This design comes from an exercise in tuning for small area, a short achievable clock period and few clock cycles per item on the open sky130 flow, not from production work.
In this exercise RTL edits were held to simulation tests only and were not proved equivalent to the original.
Power figures rest on the tool's default switching activity, not on a simulated workload.

==> design/flow/design.v <==
package md5_pkg;
  typedef logic [31:0] word_t;
  typedef logic [512-1:0] block_t;
  typedef logic [128-1:0] digest_t;  
  typedef enum logic [1:0] {
    ROUND_F,
    ROUND_G,
    ROUND_H,
    ROUND_I
  } round_e;
  typedef enum logic {
    STAGE_IDLE,
    STAGE_BUSY
  } stage_state_e;
  localparam digest_t md5_init = {32'h10325476, 32'h98badcfe, 32'hefcdab89, 32'h67452301};
  function automatic word_t md5_k(logic [5:0] step);
    case (step)
      6'd0: md5_k = 32'hd76aa478;
      6'd1: md5_k = 32'he8c7b756;
      6'd2: md5_k = 32'h242070db;
      6'd3: md5_k = 32'hc1bdceee;
      6'd4: md5_k = 32'hf57c0faf;
      6'd5: md5_k = 32'h4787c62a;
      6'd6: md5_k = 32'ha8304613;
      6'd7: md5_k = 32'hfd469501;
      6'd8: md5_k = 32'h698098d8;
      6'd9: md5_k = 32'h8b44f7af;
      6'd10: md5_k = 32'hffff5bb1;
      6'd11: md5_k = 32'h895cd7be;
      6'd12: md5_k = 32'h6b901122;
      6'd13: md5_k = 32'hfd987193;
      6'd14: md5_k = 32'ha679438e;
      6'd15: md5_k = 32'h49b40821;
      6'd16: md5_k = 32'hf61e2562;
      6'd17: md5_k = 32'hc040b340;
      6'd18: md5_k = 32'h265e5a51;
      6'd19: md5_k = 32'he9b6c7aa;
      6'd20: md5_k = 32'hd62f105d;
      6'd21: md5_k = 32'h02441453;
      6'd22: md5_k = 32'hd8a1e681;
      6'd23: md5_k = 32'he7d3fbc8;
      6'd24: md5_k = 32'h21e1cde6;
      6'd25: md5_k = 32'hc33707d6;
      6'd26: md5_k = 32'hf4d50d87;
      6'd27: md5_k = 32'h455a14ed;
      6'd28: md5_k = 32'ha9e3e905;
      6'd29: md5_k = 32'hfcefa3f8;
      6'd30: md5_k = 32'h676f02d9;
      6'd31: md5_k = 32'h8d2a4c8a;
      6'd32: md5_k = 32'hfffa3942;
      6'd33: md5_k = 32'h8771f681;
      6'd34: md5_k = 32'h6d9d6122;
      6'd35: md5_k = 32'hfde5380c;
      6'd36: md5_k = 32'ha4beea44;
      6'd37: md5_k = 32'h4bdecfa9;
      6'd38: md5_k = 32'hf6bb4b60;
      6'd39: md5_k = 32'hbebfbc70;
      6'd40: md5_k = 32'h289b7ec6;
      6'd41: md5_k = 32'heaa127fa;
      6'd42: md5_k = 32'hd4ef3085;
      6'd43: md5_k = 32'h04881d05;
      6'd44: md5_k = 32'hd9d4d039;
      6'd45: md5_k = 32'he6db99e5;
      6'd46: md5_k = 32'h1fa27cf8;
      6'd47: md5_k = 32'hc4ac5665;
      6'd48: md5_k = 32'hf4292244;
      6'd49: md5_k = 32'h432aff97;
      6'd50: md5_k = 32'hab9423a7;
      6'd51: md5_k = 32'hfc93a039;
      6'd52: md5_k = 32'h655b59c3;
      6'd53: md5_k = 32'h8f0ccc92;
      6'd54: md5_k = 32'hffeff47d;
      6'd55: md5_k = 32'h85845dd1;
      6'd56: md5_k = 32'h6fa87e4f;
      6'd57: md5_k = 32'hfe2ce6e0;
      6'd58: md5_k = 32'ha3014314;
      6'd59: md5_k = 32'h4e0811a1;
      6'd60: md5_k = 32'hf7537e82;
      6'd61: md5_k = 32'hbd3af235;
      6'd62: md5_k = 32'h2ad7d2bb;
      default: md5_k = 32'heb86d391;
    endcase
  endfunction
  function automatic logic [4:0] md5_shift(round_e round, logic [5:0] step);
    case ({round, step[1:0]})
      4'd0: md5_shift = 5'd7;
      4'd1: md5_shift = 5'd12;
      4'd2: md5_shift = 5'd17;
      4'd3: md5_shift = 5'd22;
      4'd4: md5_shift = 5'd5;
      4'd5: md5_shift = 5'd9;
      4'd6: md5_shift = 5'd14;
      4'd7: md5_shift = 5'd20;
      4'd8: md5_shift = 5'd4;
      4'd9: md5_shift = 5'd11;
      4'd10: md5_shift = 5'd16;
      4'd11: md5_shift = 5'd23;
      4'd12: md5_shift = 5'd6;
      4'd13: md5_shift = 5'd10;
      4'd14: md5_shift = 5'd15;
      default: md5_shift = 5'd21;
    endcase
  endfunction
endpackage
`timescale 1ns/1ps
module md5_block_loader #(
  parameter int NSLOT = 6
) (
  input  logic   clk,
  input  logic   arst_n,
  input  logic   start,
  input  logic   available_read,
  input  logic   available_write,
  input  logic   read_data_valid,
  input  logic   done_rd_data,
  input  logic   done_wr_data,
  input  logic [NSLOT-1:0] slot_ok,
  output logic   request_read,
  output logic [NSLOT-1:0] load_en,
  output logic [NSLOT-1:0] loaded,
  output logic   done
);
  logic [NSLOT-1:0] tgt_q;   
  logic [NSLOT-1:0] ans_q;   
  logic [NSLOT-1:0] nxt;
  logic             issue;
  assign nxt   = read_data_valid ? {ans_q[NSLOT-2:0], ans_q[NSLOT-1]} : ans_q;
  assign issue = start && available_read && available_write
                 && (!(|tgt_q) || read_data_valid) && (|(slot_ok & nxt));
  assign load_en = tgt_q;
  assign loaded  = tgt_q & {NSLOT{read_data_valid}};
  always_ff @(posedge clk or negedge arst_n) begin
    if (!arst_n) begin
      request_read <= 1'b0;
      tgt_q        <= '0;
      ans_q        <= NSLOT'(1);
      done         <= 1'b0;
    end else begin
      request_read <= issue;
      done         <= done_rd_data & done_wr_data;
      if (issue) begin
        tgt_q <= nxt;
      end else if (read_data_valid) begin
        tgt_q <= '0;
      end
      ans_q <= nxt;
    end
  end
endmodule
`timescale 1ns/1ps
module md5_round_stage (
  input  logic    clk,
  input  logic    arst_n,
  input  logic    [1:0] load_en,   
  input  logic    [1:0] loaded,    
  input  md5_pkg::block_t  load_data,
  output logic    [1:0] req_ok,    
  output logic    fin,          
  output md5_pkg::digest_t state  
);
  localparam md5_pkg::digest_t IV = md5_pkg::md5_init;
  logic            ph;        
  md5_pkg::block_t m0_q, m1_q;
  logic [1:0]      full_q;    
  logic [1:0]      armed_q;   
  logic            run1_q;
  logic [5:0]      cnt1_q;
  logic [3:0]      rnd1_q;    
  logic [5:0]      kidx1_q;   
  logic [3:0]      g1_q;
  logic            msel1_q;   
  md5_pkg::word_t  a1_q, b1_q, c1_q, d1_q, p1_q;
  logic            run2_q;
  logic [5:0]      cnt2_q;
  logic [3:0]      lo2_q;     
  logic [4:0]      hi2_q;     
  md5_pkg::word_t  x2_q, b2_q, c2_q, d2_q, k2_q, w2_q;
  logic [5:0]      kidx2_q;   
  logic [3:0]      g2_q;
  logic           go;
  logic           run1_n;
  logic [5:0]     cnt1_n, kidx1_n;
  logic [3:0]     g1_n, rnd1_n, lo2_n, g2_n;
  logic [5:0]     kidx2_n;
  logic [4:0]     hi2_n;
  logic [1:0]     sh_lo;
  logic [2:0]     sh_hi;
  md5_pkg::word_t f, x, rot1, rot_w, b_new, w;
  assign go = armed_q[!ph] && !run2_q;
  always_comb begin
    for (int s = 0; s < 2; s++) begin
      if (ph == s[0]) begin
        req_ok[s] = !full_q[s] && (!run1_q || (cnt1_q >= 6'd62));
      end else begin
        req_ok[s] = !full_q[s] && (!run2_q || (cnt2_q >= 6'd61));
      end
    end
  end
  always_ff @(posedge clk) begin
    if (load_en[0]) m0_q <= load_data;
    if (load_en[1]) m1_q <= load_data;
  end
  always_comb begin
    f = ({32{rnd1_q[0]}} & ((b1_q & c1_q) | (~b1_q & d1_q)))
      | ({32{rnd1_q[1]}} & ((b1_q & d1_q) | (c1_q & ~d1_q)))
      | ({32{rnd1_q[2]}} & (b1_q ^ c1_q ^ d1_q))
      | ({32{rnd1_q[3]}} & (c1_q ^ (b1_q | ~d1_q)));
    w = msel1_q ? m1_q[32*g1_q +: 32] : m0_q[32*g1_q +: 32];
    kidx2_n = cnt1_q + 6'd2;
    case (kidx2_n[5:4])
      2'd0: g2_n = kidx2_n[3:0];
      2'd1: g2_n = kidx2_n[3:0] * 4'd5 + 4'd1;
      2'd2: g2_n = kidx2_n[3:0] * 4'd3 + 4'd5;
      default: g2_n = kidx2_n[3:0] * 4'd7;
    endcase
    case ({cnt1_q[5:4], cnt1_q[1:0]})
      4'd0:  {sh_hi, sh_lo} = {3'd1, 2'd3};  
      4'd1:  {sh_hi, sh_lo} = {3'd3, 2'd0};  
      4'd2:  {sh_hi, sh_lo} = {3'd4, 2'd1};  
      4'd3:  {sh_hi, sh_lo} = {3'd5, 2'd2};  
      4'd4:  {sh_hi, sh_lo} = {3'd1, 2'd1};  
      4'd5:  {sh_hi, sh_lo} = {3'd2, 2'd1};  
      4'd6:  {sh_hi, sh_lo} = {3'd3, 2'd2};  
      4'd7:  {sh_hi, sh_lo} = {3'd5, 2'd0};  
      4'd8:  {sh_hi, sh_lo} = {3'd1, 2'd0};  
      4'd9:  {sh_hi, sh_lo} = {3'd2, 2'd3};  
      4'd10: {sh_hi, sh_lo} = {3'd4, 2'd0};  
      4'd11: {sh_hi, sh_lo} = {3'd5, 2'd3};  
      4'd12: {sh_hi, sh_lo} = {3'd1, 2'd2};  
      4'd13: {sh_hi, sh_lo} = {3'd2, 2'd2};  
      4'd14: {sh_hi, sh_lo} = {3'd3, 2'd3};  
      default: {sh_hi, sh_lo} = {3'd5, 2'd1};  
    endcase
    lo2_n = 4'b0001 << sh_lo;
    hi2_n = 5'b00001 << (sh_hi - 3'd1);
  end
  md5_add32 u_add_f (.a(p1_q), .b(f), .s(x));
  always_ff @(posedge clk or negedge arst_n) begin
    if (!arst_n) begin
      run2_q <= 1'b0;
      cnt2_q <= '0;
    end else begin
      run2_q <= run1_q;
      cnt2_q <= cnt1_q;
    end
  end
  always_ff @(posedge clk) begin
    lo2_q <= lo2_n;
    hi2_q <= hi2_n;
    x2_q  <= x;
    b2_q  <= b1_q;
    c2_q  <= c1_q;
    d2_q  <= d1_q;
    k2_q  <= md5_pkg::md5_k(kidx1_q);
    kidx2_q <= kidx2_n;
    g2_q  <= g2_n;
    w2_q  <= w;
  end
  always_comb begin
    rot1 = ({32{lo2_q[0]}} & x2_q)
         | ({32{lo2_q[1]}} & {x2_q[30:0], x2_q[31]})
         | ({32{lo2_q[2]}} & {x2_q[29:0], x2_q[31:30]})
         | ({32{lo2_q[3]}} & {x2_q[28:0], x2_q[31:29]});
    rot_w = ({32{hi2_q[0]}} & {rot1[27:0], rot1[31:28]})
          | ({32{hi2_q[1]}} & {rot1[23:0], rot1[31:24]})
          | ({32{hi2_q[2]}} & {rot1[19:0], rot1[31:20]})
          | ({32{hi2_q[3]}} & {rot1[15:0], rot1[31:16]})
          | ({32{hi2_q[4]}} & {rot1[11:0], rot1[31:12]});
  end
  md5_add32 u_add_b (.a(b2_q), .b(rot_w), .s(b_new));
  always_comb begin
    run1_n  = go || (run2_q && (cnt2_q != 6'd63));
    cnt1_n  = go ? 6'd0 : (cnt2_q + 6'd1);
    if (go) begin
      kidx1_n = 6'd1;
      g1_n    = 4'd1;
    end else if (run1_n) begin
      kidx1_n = kidx2_q;
      g1_n    = g2_q;
    end else begin
      kidx1_n = 6'd0;
      g1_n    = 4'd0;
    end
    rnd1_n = 4'b0001 << cnt1_n[5:4];
  end
  always_ff @(posedge clk or negedge arst_n) begin
    if (!arst_n) begin
      full_q <= '0;
      armed_q <= '0;
      ph     <= 1'b0;
      run1_q <= 1'b0;
      cnt1_q <= '0;
      fin    <= 1'b0;
    end else begin
      ph     <= !ph;
      run1_q <= run1_n;
      cnt1_q <= cnt1_n;
      fin    <= run2_q && (cnt2_q == 6'd63);
      for (int s = 0; s < 2; s++) begin
        if (go && (ph != s[0])) begin
          full_q[s]  <= 1'b0;
          armed_q[s] <= 1'b0;
        end else begin
          if (loaded[s]) full_q[s] <= 1'b1;
          armed_q[s] <= full_q[s];
        end
      end
    end
  end
  always_ff @(posedge clk) begin
    kidx1_q <= kidx1_n;
    g1_q    <= g1_n;
    msel1_q <= !ph;
    rnd1_q  <= rnd1_n;
    if (go) begin
      {d1_q, c1_q, b1_q, a1_q} <= IV;
      p1_q <= IV[31:0] + k2_q + w2_q;
    end else begin
      a1_q <= d2_q;
      b1_q <= b_new;
      c1_q <= b2_q;
      d1_q <= c2_q;
      p1_q <= d2_q + k2_q + w2_q;
    end
  end
  assign state = {d1_q, c1_q, b1_q, a1_q};
endmodule
module md5_add32 (
  input  md5_pkg::word_t a,
  input  md5_pkg::word_t b,
  output md5_pkg::word_t s
);
  assign s = a + b;
endmodule
`timescale 1ns/1ps
module md5_digest_packer #(
  parameter int NCORE = 3
) (
  input  logic    clk,
  input  logic    arst_n,
  input  logic    [NCORE-1:0] fin,    
  input  logic [128*NCORE-1:0] st,   
  output logic    request_write,
  output md5_pkg::block_t  write_data
);
  localparam md5_pkg::digest_t IV = md5_pkg::md5_init;
  md5_pkg::digest_t slot0_q, slot1_q, slot2_q, dig_q;
  md5_pkg::digest_t bus;
  logic [1:0]       pos_q;   
  logic [2:0]       sv_q;    
  always_comb begin
    bus = '0;
    for (int c = 0; c < NCORE; c++) begin
      bus = bus | ({128{fin[c]}} & st[128*c +: 128]);
    end
  end
  always_ff @(posedge clk) begin
    for (int w = 0; w < 4; w++) begin
      dig_q[32*w +: 32] <= bus[32*w +: 32] + IV[32*w +: 32];
    end
    if (sv_q[0]) slot0_q <= dig_q;
    if (sv_q[1]) slot1_q <= dig_q;
    if (sv_q[2]) slot2_q <= dig_q;
  end
  always_ff @(posedge clk or negedge arst_n) begin
    if (!arst_n) begin
      pos_q         <= '0;
      sv_q          <= '0;
      request_write <= 1'b0;
    end else begin
      sv_q          <= '0;
      request_write <= 1'b0;
      if (|fin) begin
        pos_q <= pos_q + 2'd1;
        if (pos_q == 2'd3) request_write <= 1'b1;
        else               sv_q[pos_q]   <= 1'b1;
      end
    end
  end
  assign write_data = {dig_q, slot2_q, slot1_q, slot0_q};
endmodule
`timescale 1ns/1ps
module md5_accel_top (
  input  logic   clk,
  input  logic   arst_n,
  input  logic   start,
  input  logic   available_read,
  input  logic   available_write,
  input  logic   read_data_valid,
  input  md5_pkg::block_t read_data,
  input  logic   done_rd_data,
  input  logic   done_wr_data,
  output logic   request_read,
  output logic   request_write,
  output md5_pkg::block_t write_data,
  output logic   done
);
  localparam int NCORE = 4;
  logic [2*NCORE-1:0] slot_ok, load_en, loaded;
  logic [NCORE-1:0]   fin;
  logic [128*NCORE-1:0] st;
  md5_block_loader #(
    .NSLOT (2*NCORE)
  ) u_loader (
    .clk             (clk),
    .arst_n          (arst_n),
    .start           (start),
    .available_read  (available_read),
    .available_write (available_write),
    .read_data_valid (read_data_valid),
    .done_rd_data    (done_rd_data),
    .done_wr_data    (done_wr_data),
    .slot_ok         (slot_ok),
    .request_read    (request_read),
    .load_en         (load_en),
    .loaded          (loaded),
    .done            (done)
  );
  for (genvar c = 0; c < NCORE; c++) begin : g_core
    md5_round_stage u_core (
      .clk       (clk),
      .arst_n    (arst_n),
      .load_en   (load_en[2*c +: 2]),
      .loaded    (loaded[2*c +: 2]),
      .load_data (read_data),
      .req_ok    (slot_ok[2*c +: 2]),
      .fin       (fin[c]),
      .state     (st[128*c +: 128])
    );
  end
  md5_digest_packer #(
    .NCORE (NCORE)
  ) u_packer (
    .clk           (clk),
    .arst_n        (arst_n),
    .fin           (fin),
    .st            (st),
    .request_write (request_write),
    .write_data    (write_data)
  );
endmodule
==> design/flow/flow/run.sh <==
#!/bin/bash
set -euo pipefail
export SETUP_SLACK_MARGIN=7.5
bash standard.sh finish > orfs_make.log 2>&1
==> design/flow/standard.sh <==
#!/bin/bash
# synth_recipe.tcl (not shown) runs the flow's synth.tcl, then flattens the netlist and writes it again
# the make line also repeats each setting of config.mk as NAME=value (left out here)
make -C /OpenROAD-flow-scripts/flow DESIGN_CONFIG=/design/flow/config.mk WORK_HOME=/design/flow/orfs CLKGATE_MAP_FILE= SYNTH_SCRIPT=/design/flow/synth_recipe.tcl "${@:-finish}"
==> design/flow/config.mk <==
export PLATFORM = sky130hd
export DESIGN_NAME = md5_accel_top
export DESIGN_NICKNAME = md5_accel_top
export VERILOG_FILES = /design/flow/design.v
export SDC_FILE = /design/flow/constraint.sdc
export NUM_CORES = 4
export LEC_CHECK = 0
export CAP_MARGIN = 20
export CORE_MARGIN = 2
export CORE_UTILIZATION = 55
export SLEW_MARGIN = 20
export TNS_END_PERCENT = 5
==> design/flow/constraint.sdc <==
create_clock -name core_clock -period 11.5 [get_ports {clk}]
set_input_delay 2.3000 -clock core_clock [delete_from_list [all_inputs] [get_ports {clk}]]
set_output_delay 2.3000 -clock core_clock [all_outputs]
set_load 0.01 [all_outputs]
==> out/metrics.yaml, run 1 <==
outcome: "complete, no violations"
relSlewSlack_pct: 9.512
die-area_um2: 498500
clkSinkCount: 6256
p_leak_nw: 109.9
drt_iter0_markers: 23810
antenna_found_initial: 247
gp_congestion: 1.006
hold_path_class: "flip-flop to flip-flop"
port-buffer-count: 1034
routed-via-count: 172900
cts_tree: "done"
fillers: 36260
grt_overflow: 0
track_usage_pct: 35.67
power_density_nw_per_um2: 342.5
r2r_end: "g_core[1].u_core.w2_q[19]$_DFF_P_"
clk_pin_slew_ns: 0.06
yosysMostFrequentCell: "edfxtp_1"
finalNonFillerCells: 27040
postRouteWirelength_mm: 911.7
die_x_um: 706.1
final_nets: 21000
switching_share_pct: 43.23
finalClockSkew_ns: 0.09361
drive_gt1_share_pct: 17.10
placed_cells: 25240
final_core_util_pct: 63.93
synthTopCellsByCount: "4480 x edfxtp_1, 1672 x dfxtp_1, 1314 x mux4_2"
setup_tns_ns: 0
pwr-share-clk_pct: 19.6
fin_crit_sh_pct: 36.96
avgViaCountPerCell: 6.395
die_y_um: 706.1
holdWs_ns: 0.3754
seqPwrFrac_pct: 31.9
startpoint_type: "flip-flop"
worstMarginPinSlew_ns: 1.343
p_sw_w: 0.04641
ys_seq_area_share_pct: 62.93
drv_cap: 0
cts_max_path_buffers: 4
ys_seq_elements: 6256
clk_latency_ns: 1.12
critPathKind: "flip-flop to primary output"
yosys_warnings: 3
root_buffer: "clkbuf_16"
async_flop_share_pct: 1.662
ant_nets: 0
cts_buffers: 645
arrival_ns: 1.95
grt_pass1_vias: 161300
whs_path_depth: 0
final_area_um2: 313500
io-pin-count: 1035
period_minus_slack_ns: 4.251
syn_area_um2: 271100
placementRows: 257
dpl_cell_area_um2: 287900
holdCritStartpoint: "g_core[3].u_core.run1_q$_DFF_PN0_"
intPower_w: 0.06096
post_drt_wl_per_cell_um: 33.72
hpwl_mm: 646.6
core_um2: 490400
synth_enable_flop_cells: 4480
finalMaxSlewViolations: 0
worst-path-max-fanout: 2
grt_max_degree: 162
rr_worst_depth: 5
vdd_drop_max_v: 0.0002166
whs_endpoint: "g_core[3].u_core.run2_q$_DFF_PN0_"
rrSetupSlack_ns: 7.30
start_util_pct: 55.28
netlist_instances: 18500
synth_nets: 19910
final_hold_viol_count: 0
first_pass_iters: 14
critical_path.endpoint_type: "primary output"
synth_ff_type: "edfxtp_1"
setup-violations-final: 0
synth.top_cell.area_share_pct: 49.62
yosysTopAreaCell: "edfxtp_1"
route.detailed.drc: 0
syn_avg_cell_area_um2: 14.66
cp_data_required_time_ns: 9.20
rsz0062_at_grt: "true"
area_growth_pct: 15.64
pwr-share-comb_pct: 48.5
synthTopCellsByArea: "edfxtp_1 50%, dfxtp_1 12%, mux4_2 11%"
top_regs: "g_core.u_core.m0_q x2048, g_core.u_core.m1_q x2048"
regToRegStartpoint: "g_core[1].u_core.g1_q[0]$_SDFF_PP1_"
clock.fmax_mhz: 235.3
htreeDepth: 6
grt_first_pass_wirelength_mm: 1252
ys_types: 115
metrics by stage:
step | total power [W] | worst slack [ns]
finish | 0.1074 | 7.249
global route | 0.1128 | 7.190
CTS | 0.1048 | 7.268
detailed placement | 0.08339 | 6.448
global placement | 0.08321 | 6.418
floorplan | 0.06552 | 6.859
kinds of logic after synthesis:
kind of cell	Yosys count	synth area share [%]
adders and majority gates	893	4.519
and+or+nand+nor	3627	6.357
DFF	6256	62.93
buffers and inverters	1508	2.185
muxes	1542	11.82
AOI/OAI and AO/OA	3813	9.413
xor gates and xnor gates	858	2.772
power by group through the flow:
stage	logic (W)	clock network [W]	registers (W)
floorplan	0.0355	0	0.0300
global placement	0.0488	0	0.0344
detailed placement	0.0490	0	0.0344
CTS	0.0496	0.0213	0.0340
global route	0.0562	0.0222	0.0343
finish	0.0520	0.0211	0.0343
cell type report:
class | count | area [um2] | share of cell area, %
timing repair buffer | 1478 | 14030 | 4.476
antenna | 429 | 1074 | 0.3425
multi-input combinational | 10730 | 95760 | 30.55
clock buffer | 842 | 17560 | 5.603
sequential | 6256 | 171200 | 54.61
clock inverter | 355 | 3988 | 1.272
tap | 6475 | 8102 | 2.584
inverter | 472 | 1779 | 0.5676
how the worst max path moves through the flow:
| stage | cells after the start | slack, ns | endpoint | startpoint |
|---|---|---|---|---|
| 6_report | 2 | 7.25 | write_data[459] | u_packer.dig_q[75]$_DFF_P_ |
| 2_1_floorplan | 5 | 6.86 | u_loader.tgt_q[0]$_DFFE_PN0P_ | u_loader.tgt_q[6]$_DFFE_PN0P_ |
| 4_1_cts | 1 | 7.27 | write_data[139] | u_packer.slot1_q[11]$_DFFE_PP_ |
| 3_3_place_gp | 9 | 6.42 | u_loader.tgt_q[2]$_DFFE_PN0P_ | read_data_valid |
| 3_5_place_dp | 9 | 6.45 | u_loader.tgt_q[1]$_DFFE_PN0P_ | read_data_valid |
| 5_1_grt | 5 | 7.19 | g_core[0].u_core.w2_q[18]$_DFF_P_ | g_core[0].u_core.msel1_q$_DFF_P_ |
repair_timing:
action                                   CTS  global route
resized for setup                       1055           306
pin swaps                                  8           109
endpoints found under the setup margin   723           739
cloned                                     0            10
hold buffers                               0             0
setup buffers                             59           100
per-layer routing:
layer  vias to the layer above  part of all wire (%)  track usage [%]
li1                      74290                     -                -
met1                     87400                    37            45.91
met2                      9198                    46            54.96
met3                      1887                   9.2            7.999
met4                       136                   7.4            23.17
met5                         -                 0.095                0
worst max-delay path, stage by stage (launching register included):
cell and delay (ns):
dfxtp_1 0.32, buf_6 0.21, clkdlybuf4s15_2 0.26
placed cells by master, fill, tap and decap left out, types with 129 or more instances in the layout:
cell and count:
clkbuf_16 663, dfxtp_1 1494, nand2_1 1245, a21o_1 277, nor3_1 286, mux2_2 137
nor2b_1 174, mux4_2 1314, diode_2 429, nand2b_1 243, inv_1 456, nor2_1 771
clkbuf_1 135, fa_1 140, o21ai_0 638, edfxtp_1 4480, a21oi_1 901, and2_1 301
xor2_1 248, buf_4 341, a22oi_1 590, nand3_1 185, ha_1 722, clkdlybuf4s50_1 518
a222oi_1 129, dlygate4sd2_1 441, xnor2_1 610
Testbench counts, summed over its fixed seeds: cycles 8,830, items 512.
==> run 2, diff against run 1 <==
==> design/flow/flow/run.sh (replaced) <==
#!/bin/bash
set -euo pipefail
export SETUP_SLACK_MARGIN=8
export BUFFER_PORTS_ARGS="-buffer_cell sky130_fd_sc_hd__buf_2"
bash standard.sh finish > orfs_make.log 2>&1
--- a/design/flow/config.mk
+++ b/design/flow/config.mk
@@ -10,2 +10,4 @@
 export CORE_UTILIZATION = 55
+export CTS_CLUSTER_DIAMETER = 100
+export CTS_CLUSTER_SIZE = 30
 export SLEW_MARGIN = 20
==> run 2 against run 1 <==
Effect of this change: via count decreased by 0.68%; critical path depth decreased by 1; hold slack improved by 0.0055 ns; count of clock-buffer cells in the layout decreased by 434; synthesized area unchanged; non-clock buffer count increased by 272; combinational power increased by 7.5%; die area unchanged; clock skew decreased by 0.038 ns; sequential share of layout area increased by 2.3 points; setup slack improved by 0.18 ns; critical path type unchanged; largest cell class unchanged.
==> out/metrics.yaml, run 2 <==
drive_gt1_share_pct: 22.19
power_density_nw_per_um2: 339.1
grt_overflow: 0
cts_buffers: 262
dpl_cell_area_um2: 282800
regToRegStartpoint: "g_core[1].u_core.lo2_q[0]$_SDFF_PP0_"
synth_nets: 19910
slowest_stage: "dfrtp_4"
finalClockSkew_ns: 0.05568
die-area_um2: 498500
r2r_end: "g_core[1].u_core.b1_q[16]$_SDFF_PP1_"
cp_top_family: "flip-flops"
track_usage_pct: 35.70
synth_enable_flop_cells: 4480
clk_latency_ns: 1.02
arrival_ns: 1.77
holdCritStartpoint: "g_core[3].u_core.run1_q$_DFF_PN0_"
setup-violations-final: 0
p_leak_nw: 105.0
yosysTopAreaCell: "edfxtp_1"
route.detailed.drc: 0
startpoint_type: "flip-flop"
post_drt_wl_per_cell_um: 34.45
avgViaCountPerCell: 6.441
final_hold_viol_count: 0
critPathKind: "flip-flop to primary output"
final_common_cell: "edfxtp_1"
htreeDepth: 5
die_y_um: 706.1
power_w: 0.1020
final_nets: 20890
drt_iter0_markers: 24550
rr_worst_depth: 19
gp_congestion: 0.9829
grt_max_degree: 144
core_um2: 490400
relSlewSlack_pct: 23.07
cts_tree: "done"
drv_cap: 0
placementRows: 257
netlist_instances: 18500
finalMaxSlewViolations: 0
hold_path_class: "flip-flop to flip-flop"
period_minus_slack_ns: 4.074
vdd_drop_max_v: 0.0002080
rrSetupSlack_ns: 7.52
setup_tns_ns: 0
area_growth_pct: 10.93
die_x_um: 706.1
grt_pass1_vias: 159700
final_area_um2: 300700
whs_endpoint: "g_core[3].u_core.run2_q$_DFF_PN0_"
holdWs_ns: 0.3809
slowest_delay_ns: 0.61
synthTopCellsByCount: "4480 x edfxtp_1, 1672 x dfxtp_1, 1314 x mux4_2"
synth_ff_type: "edfxtp_1"
antenna_found_initial: 296
path_cells: "buf_6"
grt_first_pass_wirelength_mm: 1253
cts_max_path_buffers: 4
fillers: 37270
final_cell_mix: "4480 x edfxtp_1, 1397 x dfxtp_1, 1314 x mux4_2"
cp_data_required_time_ns: 9.20
syn_area_um2: 271100
clk_pin_slew_ns: 0.11
root_buffer: "clkbuf_16"
start_util_pct: 55.28
critPathBufInv: 1
rsz0062_at_grt: "true"
yosys_warnings: 3
worst-path-max-fanout: 1
port-buffer-count: 1034
clkSinkCount: 6256
worstMarginPinSlew_ns: 1.142
syn_avg_cell_area_um2: 14.66
ys_types: 115
ys_seq_elements: 6256
clock.fmax_mhz: 245.5
ant_nets: 0
ys_seq_area_share_pct: 62.93
outcome: "complete, no violations"
hpwl_mm: 653.2
placed_cells: 25240
async_flop_share_pct: 1.662
critical_path.endpoint_type: "primary output"
routed-via-count: 171700
synthTopCellsByArea: "edfxtp_1 50%, dfxtp_1 12%, mux4_2 11%"
fin_crit_sh_pct: 35.42
top_regs: "g_core.u_core.m0_q x2048, g_core.u_core.m1_q x2048"
finalNonFillerCells: 26670
postRouteWirelength_mm: 918.7
first_pass_iters: 13
synth.top_cell.area_share_pct: 49.62
io-pin-count: 1035
whs_path_depth: 0
yosysMostFrequentCell: "edfxtp_1"
==> run 2: cell counts after synthesis <==
No cell type changed its count.
==> run 2: final cells by class <==
class	instances	area, um2	area share, %
Sequential cell	6256	171300	56.95
Timing Repair Buffer	1750	12850	4.274
Clock inverter	53	865.8	0.2879
Clock buffer	408	7337	2.440
Multi-Input combinational cell	10730	97200	32.32
Antenna cell	518	1296	0.4311
Inverter	472	1800	0.5987
Tap cell	6475	8102	2.694
==> run 2: power by group <==
part | total [W] | internal, W | switching [W]
Sequential | 0.0342 | 0.0278 | 0.00647
Combinational | 0.0559 | 0.0232 | 0.0327
Clock | 0.0118 | 0.00466 | 0.00712
==> run 2: logic make-up (layout without fill, tap and decap cells) <==
family | count (synthesis) | in the layout | synth area share, %
flops | 6256 | 6256 | 62.93
simple gates | 3627 | 3627 | 6.357
fa+ha+maj | 893 | 893 | 4.519
buf+inv | 1508 | 2683 | 2.185
xor+xnor | 858 | 858 | 2.772
mux | 1542 | 1542 | 11.82
compound gates | 3813 | 3813 | 9.413
other cells | 0 | 518 | 0
==> run 2: repair_timing <==
item | CTS | global route
resized for setup | 737 | 485
cloned | 18 | 8
hold buffers | 0 | 0
endpoints found under the hold margin | 0 | 0
pin swaps | 303 | 134
setup endpoints to repair | 1734 | 1951
setup buffers | 294 | 127
==> run 2: worst max-delay path by stage <==
| stage | startpoint | to | slack, ns | cells after the start |
|---|---|---|---|---|
| detailed placement | g_core[1].u_core.rnd1_q[1]$_SDFF_PP0_ | g_core[1].u_core.x2_q[31]$_DFF_P_ | 6.82 | 16 |
| global route | g_core[1].u_core.lo2_q[0]$_SDFF_PP0_ | g_core[1].u_core.b1_q[26]$_SDFF_PP1_ | 7.31 | 18 |
| global placement | g_core[1].u_core.rnd1_q[1]$_SDFF_PP0_ | g_core[1].u_core.x2_q[31]$_DFF_P_ | 6.89 | 16 |
| CTS | u_loader.request_read$_DFF_PN0_ | request_read | 7.37 | 1 |
| finish | u_loader.request_read$_DFF_PN0_ | request_read | 7.43 | 1 |
| floorplan | u_loader.tgt_q[6]$_DFFE_PN0P_ | u_loader.tgt_q[0]$_DFFE_PN0P_ | 6.86 | 5 |
==> run 2: layer usage <==
layer	global-route usage [%]	routed length (um)	share of wire (%)	up-vias
li1	-	-	-	73670
met1	47.06	347800	38	87320
met2	54.97	419100	46	8812
met4	23.17	70780	7.7	158
met5	0	997	0.11	-
met3	6.486	79990	8.7	1786
==> run 2: per-stage QoR <==
step | utilization (%) | worst slack [ns]
3_3_place_gp | 57.67 | 6.888
3_5_place_dp | 57.67 | 6.824
6_report | 61.32 | 7.426
4_1_cts | 60.46 | 7.372
2_1_floorplan | - | 6.859
5_1_grt | 61.28 | 7.314
==> run 3, diff against run 2 <==
--- a/design/flow/design.v
+++ b/design/flow/design.v
@@ -314,7 +314,7 @@
     rnd1_q  <= rnd1_n;
+    a1_q <= d2_q;
     if (go) begin
-      {d1_q, c1_q, b1_q, a1_q} <= IV;
+      {d1_q, c1_q, b1_q} <= IV[127:32];
       p1_q <= IV[31:0] + k2_q + w2_q;
     end else begin
-      a1_q <= d2_q;
       b1_q <= b_new;
--- a/design/flow/config.mk
+++ b/design/flow/config.mk
@@ -9,5 +9,5 @@
 export CORE_MARGIN = 2
-export CORE_UTILIZATION = 55
-export CTS_CLUSTER_DIAMETER = 100
-export CTS_CLUSTER_SIZE = 30
+export CORE_UTILIZATION = 60
+export CTS_CLUSTER_DIAMETER = 90
+export CTS_CLUSTER_SIZE = 25
 export SLEW_MARGIN = 20
==> run 3 against run 2 <==
Effect of this change: hold slack worse by 0.013 ns; wire length decreased by 4.8%; critical path depth up 13; core utilization up 5.8 points; sequential share of layout area is 0.28 points higher; non-clock buffer count is 59 lower; highest routed layer unchanged.
==> out/metrics.yaml, run 3 <==
intPower_w: 0.05618
cts_tree: "done"
whs_endpoint: "g_core[1].u_core.a1_q[0]$_DFF_P_"
grt_overflow: 0
power_density_nw_per_um2: 335.6
clk_pin_slew_ns: 0.10
avgViaCountPerCell: 6.611
final_nets: 20650
relSlewSlack_pct: 10.95
first_pass_iters: 15
die-area_um2: 454000
hpwl_mm: 608.1
ys_seq_elements: 6256
whs_path_depth: 0
synth_ff_type: "edfxtp_1"
yosysTopAreaCell: "edfxtp_1"
routed-via-count: 171100
root_buffer: "clkbuf_16"
setup-violations-final: 0
top_regs: "g_core.u_core.m0_q x2048, g_core.u_core.m1_q x2048"
worst-path-max-fanout: 6
ant_nets: 0
yosys_warnings: 3
setup_tns_ns: 0
synth_enable_flop_cells: 4480
synthTopCellsByArea: "edfxtp_1 50%, dfxtp_1 12%, mux4_2 11%"
port-buffer-count: 1034
rr_worst_depth: 14
seqPwrFrac_pct: 34.1
htreeDepth: 5
holdWs_ns: 0.3680
clock.fmax_mhz: 244.4
cts_buffers: 299
async_flop_share_pct: 1.662
syn_area_um2: 269100
yosysMostFrequentCell: "edfxtp_1"
period_minus_slack_ns: 4.091
core_um2: 446000
rrSetupSlack_ns: 7.41
hold_path_class: "flip-flop to flip-flop"
path_cells: "buf_4, buf_4, buf_4, a22oi_1, nand2_1, nor3_1, a21oi_1, o21a_1, o21ai_1, a21boi_0, buf_4, o21ai_1, a21oi_1, xnor2_1"
vdd_drop_max_v: 0.0002200
netlist_instances: 18260
switching_share_pct: 44.07
critPathKind: "flip-flop to flip-flop"
clk_latency_ns: 1.04
fin_crit_sh_pct: 35.57
finalMaxSlewViolations: 0
antenna_found_initial: 289
route.detailed.drc: 0
drt_iter0_markers: 24770
r2r_end: "u_packer.dig_q[124]$_DFF_P_"
final_hold_viol_count: 0
drv_cap: 0
syn_avg_cell_area_um2: 14.74
clkSinkCount: 6256
rsz0062_at_grt: "true"
ys_seq_area_share_pct: 63.39
power_w: 0.1004
post_drt_wl_per_cell_um: 33.79
cts_max_path_buffers: 4
synthTopCellsByCount: "4480 x edfxtp_1, 1672 x dfxtp_1, 1415 x nand2_1"
pwr-share-comb_pct: 53.6
critical_path.endpoint_type: "flip-flop"
p_sw_w: 0.04427
slowest_stage: "dfrtp_4"
ys_types: 107
cts_hold_buffers: 0
placementRows: 245
synth.top_cell.area_share_pct: 49.98
area_growth_pct: 11.21
io-pin-count: 1035
postRouteWirelength_mm: 874.8
final_cell_mix: "4480 x edfxtp_1, 1383 x dfxtp_1, 1323 x nand2_1"
drive_gt1_share_pct: 23.26
fillers: 31600
cp_data_required_time_ns: 12.34
arrival_ns: 4.94
holdCritStartpoint: "g_core[1].u_core.d2_q[0]$_DFF_P_"
crit_top_cell: "buf_4"
grt_pass1_vias: 157600
grt_max_degree: 152
regToRegStartpoint: "g_core[2].u_core.fin$_DFF_PN0_"
synth_nets: 19670
grt_first_pass_wirelength_mm: 1206
worstMarginPinSlew_ns: 1.336
start_util_pct: 60.34
slowest_delay_ns: 0.50
startpoint_type: "flip-flop"
outcome: "complete, no violations"
gp_congestion: 1.027
die_x_um: 673.8
die_y_um: 673.8
finalClockSkew_ns: 0.07145
pwr-share-clk_pct: 12.3
final_common_cell: "edfxtp_1"
p_leak_nw: 104.1
track_usage_pct: 37.73
run 3: cell types whose count changed in the layout (fill, tap and decap cells not counted), sizes merged, moves of 28 or more:
cell / delta
inv: -34
and2: -74
clkbuf: +55
a211oi: -29
o22a: +33
a21oi: -46
a21o: -51
a31oi: +35
nor3: -37
nand2: +132
buf: -55
nor3b: +30
nor2: -28
o21ai: -31
run 3: cell type report:
class	instances	area, um2	share of cell area, %
multi-input combinational	10550	96810	32.34
clock buffer	465	8285	2.768
sequential	6256	171300	57.23
antenna	512	1281	0.4280
tap	5928	7417	2.478
clock inverter	52	708.2	0.2366
timing repair buffer	1691	11860	3.962
inverter	438	1659	0.5543
run 3: worst max path at each step:
stage                     depth (start not counted)                             startpoint                                    to  slack [ns]
final                                            14         g_core[2].u_core.fin$_DFF_PN0_           u_packer.dig_q[124]$_DFF_P_        7.41
after global routing                             19   g_core[3].u_core.lo2_q[0]$_SDFF_PP0_  g_core[3].u_core.b1_q[26]$_SDFF_PP1_        7.32
after CTS                                         1             u_packer.dig_q[56]$_DFF_P_                       write_data[440]        7.44
after detailed placement                         19  g_core[0].u_core.rnd1_q[1]$_SDFF_PP0_     g_core[0].u_core.x2_q[30]$_DFF_P_        6.58
after global placement                           17   g_core[3].u_core.lo2_q[3]$_SDFF_PN0_  g_core[3].u_core.b1_q[24]$_SDFF_PP1_        6.56
after floorplan                                   5          u_loader.tgt_q[6]$_DFFE_PN0P_         u_loader.tgt_q[0]$_DFFE_PN0P_        6.86
run 3: cell families after synthesis:
| group | count (synthesis) | synth area share (%) |
|---|---|---|
| flip-flops | 6256 | 63.39 |
| AO/OA/AOI/OAI | 3647 | 8.988 |
| AND/OR/NAND/NOR | 3596 | 6.267 |
| multiplexers | 1528 | 11.84 |
| buffers and inverters | 1456 | 2.098 |
| adder cells (fa/ha/maj) | 893 | 4.550 |
| XOR/XNOR | 882 | 2.870 |
run 3: metal layers:
layer	wire length [um]	GRT usage (%)	share of wire, %
met5	1000	0	0.11
met1	321200	49.96	37
met4	73670	26.26	8.4
met2	389200	56.16	44
met3	89790	8.260	10
run 3: critical path: cells and delay by family (launching register included):
kind	cells	cell delay, ns
XOR/XNOR	1	0.45
AND/OR/NAND/NOR	2	0.69
AO/OA/AOI/OAI	7	1.61
flip-flops	1	0.50
buffers and inverters	4	0.66
run 3: power groups by stage:
stage | combinational (W) | clock [W] | sequential, W
detailed placement | 0.0465 | 0 | 0.0343
global placement | 0.0462 | 0 | 0.0343
finish | 0.0538 | 0.0123 | 0.0343
CTS | 0.0502 | 0.0124 | 0.0339
global route | 0.0581 | 0.0132 | 0.0343
floorplan | 0.0346 | 0 | 0.0300
run 3: through the flow:
stage | cell area, um2 | setup slack (ns) | cells | util, %
2_1_floorplan | 269200 | 6.859 | 18260 | -
3_5_place_dp | 280100 | 6.578 | 24440 | 62.81
3_3_place_gp | 280100 | 6.564 | 24440 | 62.81
5_1_grt | 299200 | 7.324 | 25820 | 67.07
4_1_cts | 294900 | 7.441 | 25260 | 66.12
6_report | 299300 | 7.409 | 25890 | 67.11
run 3: what timing repair did:
item                       in CTS  in global routing
pin swaps                     310                240
cloned                         18                  4
buffers inserted              287                110
setup endpoints to repair    1126               1456
gates resized for setup       799                556
Testbench counts of run 3, summed over its fixed seeds: cycles 8,830, items 512.
==> run 4, diff against run 3 <==
--- a/design/flow/config.mk
+++ b/design/flow/config.mk
@@ -10,4 +10,4 @@
 export CORE_UTILIZATION = 60
-export CTS_CLUSTER_DIAMETER = 90
-export CTS_CLUSTER_SIZE = 25
+export CTS_CLUSTER_DIAMETER = 70
+export CTS_CLUSTER_SIZE = 20
 export SLEW_MARGIN = 20
==> run 4 against run 3 <==
Effect of this change: critical path depth shrank 13; wire length is 0.82% higher; clock power increased by about 20%; critical endpoint is now write_data[488]; setup slack worse by 0.025 ns; core utilization is 0.76 points higher; largest cell class unchanged; fmax shrank 0.60%; largest power group unchanged; non-clock buffer count shrank 3; sequential power about the same; die area stayed put; cell count is 0.71% higher; first-iteration DRC count is 3.2% higher; combinational power about the same.
==> out/metrics.yaml, run 4 <==
outcome: "complete, no violations"
htreeDepth: 5
syn_area_um2: 269100
antenna_found_initial: 298
critPathBufInv: 1
first_pass_iters: 15
final_hold_viol_count: 0
route.detailed.drc: 0
critPathKind: "flip-flop to primary output"
die-area_um2: 454000
clk_pin_slew_ns: 0.09
place_ws_ns: 6.578
grt_pass1_vias: 158900
final_cell_mix: "4480 x edfxtp_1, 1396 x dfxtp_1, 1333 x nand2_1"
p_leak_nw: 105.9
netlist_instances: 18260
synthTopCellsByArea: "edfxtp_1 50%, dfxtp_1 12%, mux4_2 11%"
yosys_warnings: 3
setup-violations-final: 0
grt_max_degree: 152
whs_endpoint: "g_core[1].u_core.a1_q[0]$_DFF_P_"
synth_enable_flop_cells: 4480
ff_latch_area_um2: 171300
grt_first_pass_wirelength_mm: 1210
relSlewSlack_pct: 15.03
placementRows: 245
rsz0062_at_grt: "true"
holdWs_ns: 0.3652
fillers: 31300
finalClockSkew_ns: 0.05441
final_common_cell: "edfxtp_1"
regToRegStartpoint: "g_core[0].u_core.g1_q[1]$_SDFF_PP0_"
avgViaCountPerCell: 6.584
ant_nets: 0
syn_avg_cell_area_um2: 14.74
start_util_pct: 60.34
synth_nets: 19670
ys_seq_elements: 6256
worstMarginPinSlew_ns: 1.275
async_flop_share_pct: 1.662
gp_congestion: 1.027
startpoint_type: "flip-flop"
yosysTopAreaCell: "edfxtp_1"
period_minus_slack_ns: 4.116
cts_tree: "done"
synthTopCellsByCount: "4480 x edfxtp_1, 1672 x dfxtp_1, 1415 x nand2_1"
ys_seq_area_share_pct: 63.39
yosysMostFrequentCell: "edfxtp_1"
hold_path_class: "flip-flop to flip-flop"
power_w: 0.1030
postRouteWirelength_mm: 882.0
die_y_um: 673.8
cts_max_path_buffers: 4
post_drt_wl_per_cell_um: 33.83
fin_crit_sh_pct: 35.79
track_usage_pct: 37.86
ys_types: 107
root_buffer: "clkbuf_16"
multi_input_comb_area_um2: 96690
die_x_um: 673.8
synth_ff_type: "edfxtp_1"
layout_setup_ws_ns: 7.384
core_um2: 446000
vdd_drop_max_v: 0.0002151
worst-path-max-fanout: 4
slowest_stage: "dfxtp_1"
cp_top_family: "flip-flops"
clock.fmax_mhz: 243.0
drt_iter0_markers: 25560
clk_latency_ns: 1.05
final_nets: 20740
critical_path.endpoint_type: "primary output"
rr_worst_depth: 5
arrival_ns: 1.82
slowest_delay_ns: 0.59
power_density_nw_per_um2: 340.2
synth.top_cell.area_share_pct: 49.98
area_growth_pct: 12.47
cts_buffers: 394
top_regs: "g_core.u_core.m0_q x2048, g_core.u_core.m1_q x2048"
hpwl_mm: 608.1
cp_data_required_time_ns: 9.20
port-buffer-count: 1034
whs_path_depth: 0
r2r_end: "g_core[0].u_core.w2_q[23]$_DFF_P_"
drive_gt1_share_pct: 23.78
setup_tns_ns: 0
grt_overflow: 0
path_cells: "buf_2"
finalMaxSlewViolations: 0
rrSetupSlack_ns: 7.43
holdCritStartpoint: "g_core[1].u_core.d2_q[0]$_DFF_P_"
clkSinkCount: 6256
io-pin-count: 1035
routed-via-count: 171700
drv_cap: 0
==> run 4: cell count changes in the layout (fill, tap and decap cells not counted), sizes merged <==
cell / before / now
clkinvlp: 3 / 13
inv: 451 / 485
bufinv: 2 / 8
diode: 512 / 508
buf: 1675 / 1669
bufbuf: 10 / 7
clkbuf: 471 / 590
clkinv: 34 / 62
==> run 4: layout make-up <==
cell class	count	area share, %
Antenna cell	508	0.4199
Clock buffer	578	3.588
Clock inverter	130	0.5353
Inverter	438	0.5473
Multi-Input combinational cell	10550	31.94
Sequential cell	6256	56.57
Tap cell	5928	2.450
Timing Repair Buffer	1688	3.945
==> run 4: how the worst max path moves through the flow <==
stage | slack, ns | to | from | cells after the start
5_1_grt | 7.33 | g_core[3].u_core.b1_q[24]$_SDFF_PP1_ | g_core[3].u_core.lo2_q[0]$_SDFF_PP0_ | 19
3_5_place_dp | 6.58 | g_core[0].u_core.x2_q[30]$_DFF_P_ | g_core[0].u_core.rnd1_q[1]$_SDFF_PP0_ | 19
3_3_place_gp | 6.56 | g_core[3].u_core.b1_q[24]$_SDFF_PP1_ | g_core[3].u_core.lo2_q[3]$_SDFF_PN0_ | 17
6_report | 7.38 | write_data[488] | u_packer.dig_q[104]$_DFF_P_ | 1
4_1_cts | 7.39 | request_read | u_loader.request_read$_DFF_PN0_ | 1
2_1_floorplan | 6.86 | u_loader.tgt_q[0]$_DFFE_PN0P_ | u_loader.tgt_q[6]$_DFFE_PN0P_ | 5
==> run 4: worst register-to-register path: stages, from the launching register on <==
cell and delay, ns:
dfxtp_4 0.55, buf_4 0.56, buf_4 0.78, buf_6 0.69
mux4_2 0.88, mux2_2 0.45
==> run 4: kinds of logic (layout without fill, tap and decap cells) <==
| group | count (synthesis) | count (layout) | share of synthesized area [%] |
|---|---|---|---|
| flip-flops | 6256 | 6256 | 63.39 |
| AO/OA/AOI/OAI | 3647 | 3647 | 8.988 |
| AND/OR/NAND/NOR | 3596 | 3596 | 6.267 |
| multiplexers | 1528 | 1528 | 11.84 |
| buffers and inverters | 1456 | 2834 | 2.098 |
| adder cells (fa/ha/maj) | 893 | 893 | 4.550 |
| XOR/XNOR | 882 | 882 | 2.870 |
| other | 0 | 508 | 0 |
==> run 4: per-stage QoR <==
| stage | std cells | cell area [um2] | utilization (%) |
|---|---|---|---|
| finish | 26070 | 302700 | 67.87 |
| global route | 26000 | 302500 | 67.83 |
| CTS | 25450 | 298200 | 66.86 |
| detailed placement | 24440 | 280100 | 62.81 |
| global placement | 24440 | 280100 | 62.81 |
| floorplan | 18260 | 269200 | - |
==> run 4: timing repair <==
| action | 4_1_cts | 5_1_grt |
|---|---|---|
| setup buffers | 284 | 105 |
| setup endpoints to repair | 1105 | 1455 |
| gates resized for setup | 762 | 553 |
| cloned | 15 | 9 |
| endpoints found under the hold margin | 0 | 0 |
| pin swaps | 321 | 221 |
| hold buffers | 0 | 0 |
==> run 4: report_power, final <==
| part | internal [W] | switching (W) | leakage, nW |
|---|---|---|---|
| sequential | 0.0278 | 0.00647 | 54.9 |
| combinational | 0.0232 | 0.0307 | 45.0 |
| clock | 0.00694 | 0.00777 | 6.00 |
| total | 0.0580 | 0.0450 | 106 |
==> run 4: metal layers <==
| layer | wire (um) | track usage, % | up-vias |
|---|---|---|---|
| met2 | 394500 | 56.41 | 10190 |
| met5 | 1096 | 0 | - |
| met3 | 90930 | 8.680 | 2083 |
| met4 | 73590 | 26.55 | 174 |
| met1 | 321900 | 49.70 | 86120 |
| li1 | - | - | 73100 |

[static timing again, ports no longer ideal]
How much do the figures lean on ideal ports? The routed layouts below were timed once more, with nothing changed but the port constraints. Step 1, drivers: a clkbuf_16 drives clk and a buf_2 each remaining input, both assumed. Step 2 also shifts input and output timing later by t, the mid clock arrival at the registers, as if the neighbouring blocks saw the same clock. a / b / c = no drivers / after step 1 / after step 2; a / b = the first two.
run	t (ns)	slack for setup (ns)	clock arrival spread, ns	worst register clock-pin slew, ns	worst data-port slew with drivers (ns)
run 1	1.220	7.249 / 7.106 / 6.335	0.098 / 0.099	0.07 / 0.07	0.39
run 2	1.135	7.426 / 7.288 / 6.605	0.065 / 0.065	0.12 / 0.12	0.42
run 3	1.150	7.409 / 7.294 / 6.883	0.079 / 0.079	0.11 / 0.11	0.44
run 4	1.166	7.384 / 7.247 / 6.872	0.064 / 0.064	0.09 / 0.09	0.45
After both steps setup and hold are still met in every run listed. The setup slack of run 1, which loses most, moves by -0.143 ns with the drivers and by -0.914 ns with both steps.
